This design comes from an exercise in tuning for small area, a short achievable clock period and few clock cycles on the open sky130 flow, not from production work.
In this exercise RTL edits were held to simulation tests only and were not proved equivalent to the original.

Setup of the previous run:
## modarith_unit
module modarith_unit (
    input  logic         clk,
    input  logic         rst_n,
    input  logic         start,
    input  logic [1:0]   op,
    input  logic [127:0] a,
    input  logic [127:0] b,
    input  logic [127:0] m,
    output logic         busy,
    output logic         done,
    output logic [127:0] res_value,
    output logic         res_err
);
Size: about 6400 cells after synthesis, about 520 I/O pins, about 0.062 mm^2 of cells after synthesis.
Settings: LEC_CHECK=0, CAP_MARGIN=40, CORE_MARGIN=2, CORE_UTILIZATION=55, SLEW_MARGIN=40; clock period 10.5 ns.
standard.sh (not shown) runs the stock make flow with config.mk's settings and CLKGATE_MAP_FILE= SYNTH_SCRIPT=/design/flow/synth_recipe.tcl, a recipe that flattens the netlist after the stock synthesis.
==> flow/flow/run.sh <==
#!/bin/bash
# The standard layout (the standard.sh: standard synthesis, floorplan,
# placement, CTS, routing, finish) with two changes to how it is made:
#  - a larger setup slack margin for ORFS's timing repair, so the repair keeps
#    working on the critical paths after the design's 10.5 ns clock is met;
#  - every port still gets its own buffer, but a plain sky130 buf_1 instead
#    of the delay cell buffer_ports picks by default (the resizer upsizes it
#    where a port needs more drive).
# The constraints and every other setting are the standard flow's own.
set -euo pipefail
bash standard.sh SETUP_SLACK_MARGIN=6.5 \
    'BUFFER_PORTS_ARGS=-buffer_cell sky130_fd_sc_hd__buf_1' \
    finish > standard_sh.log 2>&1
Testbench counts of the previous run, summed over its fixed seeds: cycles 18,776.
Changes in the current run relative to the previous run:
--- a/flow/design.v
+++ b/flow/design.v
@@ -15,19 +15,19 @@
 );
     localparam int K     = 2;                       
     localparam int NSTEP = 64;                      
     localparam int BW    = 128;
     localparam int SW    = 132;                     
     localparam int IW    = SW + K;                  
     localparam int P     = 122;                     
     localparam int EW    = 10;                      
     localparam int MP    = 2;                       
-    localparam int BIAS  = 1;
+    localparam int BIAS  = 2;
     localparam int QMIN  = -2;
     localparam int NQ    = 8;                       
     localparam int NT    = NQ - 1;                  
     localparam int MHW   = 128 - P + MP;            
     localparam int TW    = EW + 8;                  
     localparam int CW    = 7;                       
     localparam logic [3:0] ST_IDLE  = 4'd0,
                            ST_MSTEP = 4'd1,   
                            ST_MFIN  = 4'd2,   
@@ -84,36 +84,63 @@
     logic [MHW-1:0] mh;
     assign mh = rm[127 -: MHW];
     logic [K-1:0] nd;             
     assign nd = do_step ? rb[BW-K-1 -: K] : rb[BW-1 -: K];
     logic [IW-1:0] a1, a0;
     assign a1 = {{(IW-129){1'b0}}, ra, 1'b0};
     assign a0 = {{(IW-128){1'b0}}, ra};
     logic [EW-1:0] ppt;           
     assign ppt = (nd[1] ? a1[P +: EW] : '0) + (nd[0] ? a0[P +: EW] : '0);
+    logic [10:0] u1;
+    logic [13:0] u3, u5;          
+    assign u1 = rm[127 -: 11];
+    always_ff @(posedge clk) begin
+        u3 <= {3'b0, u1} + {2'b0, u1, 1'b0};
+        u5 <= {3'b0, u1} + {1'b0, u1, 2'b0};
+    end
+    logic [NQ-1:0][EW-1:0] p4c;
+    logic [13:0] u2, u4;
+    assign u2 = {2'b0, u1, 1'b0};
+    assign u4 = {1'b0, u1, 2'b0};
+    assign p4c[0] = EW'(u2 >> 3);                  
+    assign p4c[1] = EW'({3'b0, u1} >> 3);          
+    assign p4c[2] = '0;                            
+    assign p4c[3] = EW'(~{3'b0, u1} >> 3);
+    assign p4c[4] = EW'(~u2 >> 3);
+    assign p4c[5] = EW'(~u3 >> 3);
+    assign p4c[6] = EW'(~u4 >> 3);
+    assign p4c[7] = EW'(~u5 >> 3);
+    logic [EW-1:0] p4;
+    always_comb begin
+        p4 = '0;
+        for (int v = 0; v < NQ; v++) p4 = p4 | ({EW{qoh[v]}} & p4c[v]);
+    end
     logic [EW-1:0] s_t, c_t;
-    assign s_t = xb[P-K +: EW];
-    assign c_t = yb[P-K +: EW];
+    assign s_t = S[P-K +: EW];
+    assign c_t = C[P-K +: EW];
     logic [NT-1:0][EW-1:0] nth, nth_n;
     logic [NT-1:0]         th;
     for (genvar t = 0; t < NT; t++) begin : g_th
         localparam int CJ = 2 * (QMIN + 1 + t) - 1;
         logic signed [TW-1:0] cj, mhs, prod, thr;
-        logic [EW-1:0] x1, y1, m1, tsum;
+        logic [EW-1:0] x1, y1, m1, x2, y2, m2, tsum;
         assign cj    = TW'(CJ);
         assign mhs   = {{(TW-MHW){1'b0}}, mh};
         assign prod  = cj * mhs;
         assign thr   = (prod >>> (MP + 1)) - TW'(BIAS);
         assign nth_n[t] = ppt - thr[EW-1:0];
         assign x1    = s_t ^ c_t ^ nth[t];
         assign m1    = (s_t & c_t) | (s_t & nth[t]) | (c_t & nth[t]);
         assign y1    = {m1[EW-2:0], 1'b0};
-        assign tsum  = x1 + y1;
+        assign x2    = x1 ^ y1 ^ p4;
+        assign m2    = (x1 & y1) | (x1 & p4) | (y1 & p4);
+        assign y2    = {m2[EW-2:0], 1'b0};
+        assign tsum  = x2 + y2;
         assign th[t] = ~tsum[EW-1];
     end
     always_ff @(posedge clk) nth <= nth_n;
     logic qen;
     assign qen = (st == ST_MSTEP);
     logic [NQ:0]   thx;
     logic [NQ-1:0] eq, qoh_n;
     always_comb begin
         thx = {1'b0, th, 1'b1};
--- outcome ---
Delta(period utilization, the current run - the previous run) < 0. DRC violations left of the current run is on par with the previous run. Between the current run and the previous run, the xor/xnor cell area share of the yosys netlist does not differ in any meaningful way. For the worst stage delay on the critical path, the current run came in 0.05 ns lower than the previous run did. Min floorplan die height across the current run and the previous run: the previous run. Between the previous run and the current run, well tap count increased. The current run against the previous run: wire length up 7.6%; core utilization down 0.48 points; number of antenna violations at the first check in global routing up 13; count of non-filler cells in the finished layout up 216.
Testbench counts of the current run, summed over its fixed seeds: cycles 18,780.

## re-timing with driven ports
In the flow no input, the clock included, has a driving cell. The finished layouts below were timed again as built, in two steps. Step 1, drivers: a clkbuf_16 drives clk and a buf_2 each remaining input, both assumed. Step 2, shift: input delay + t, output delay - t, t = (earliest + latest rising clock arrival at the registers) / 2. This alone moves slack from input paths to output paths. a / b / c = ideal ports / drivers / drivers and shift; a / b = the first two.
run | t (ns) | setup slack, ns | worst data-port slew with drivers (ns)
the previous run | 0.758 | 6.019 / 6.019 / 5.894 | 0.17
the current run | 0.782 | 6.195 / 6.195 / 5.668 | 0.19
After both steps every run listed still meets setup and hold. For the current run, which loses most, drivers alone change the setup slack by 0.000 ns; drivers and shift together by -0.527 ns.
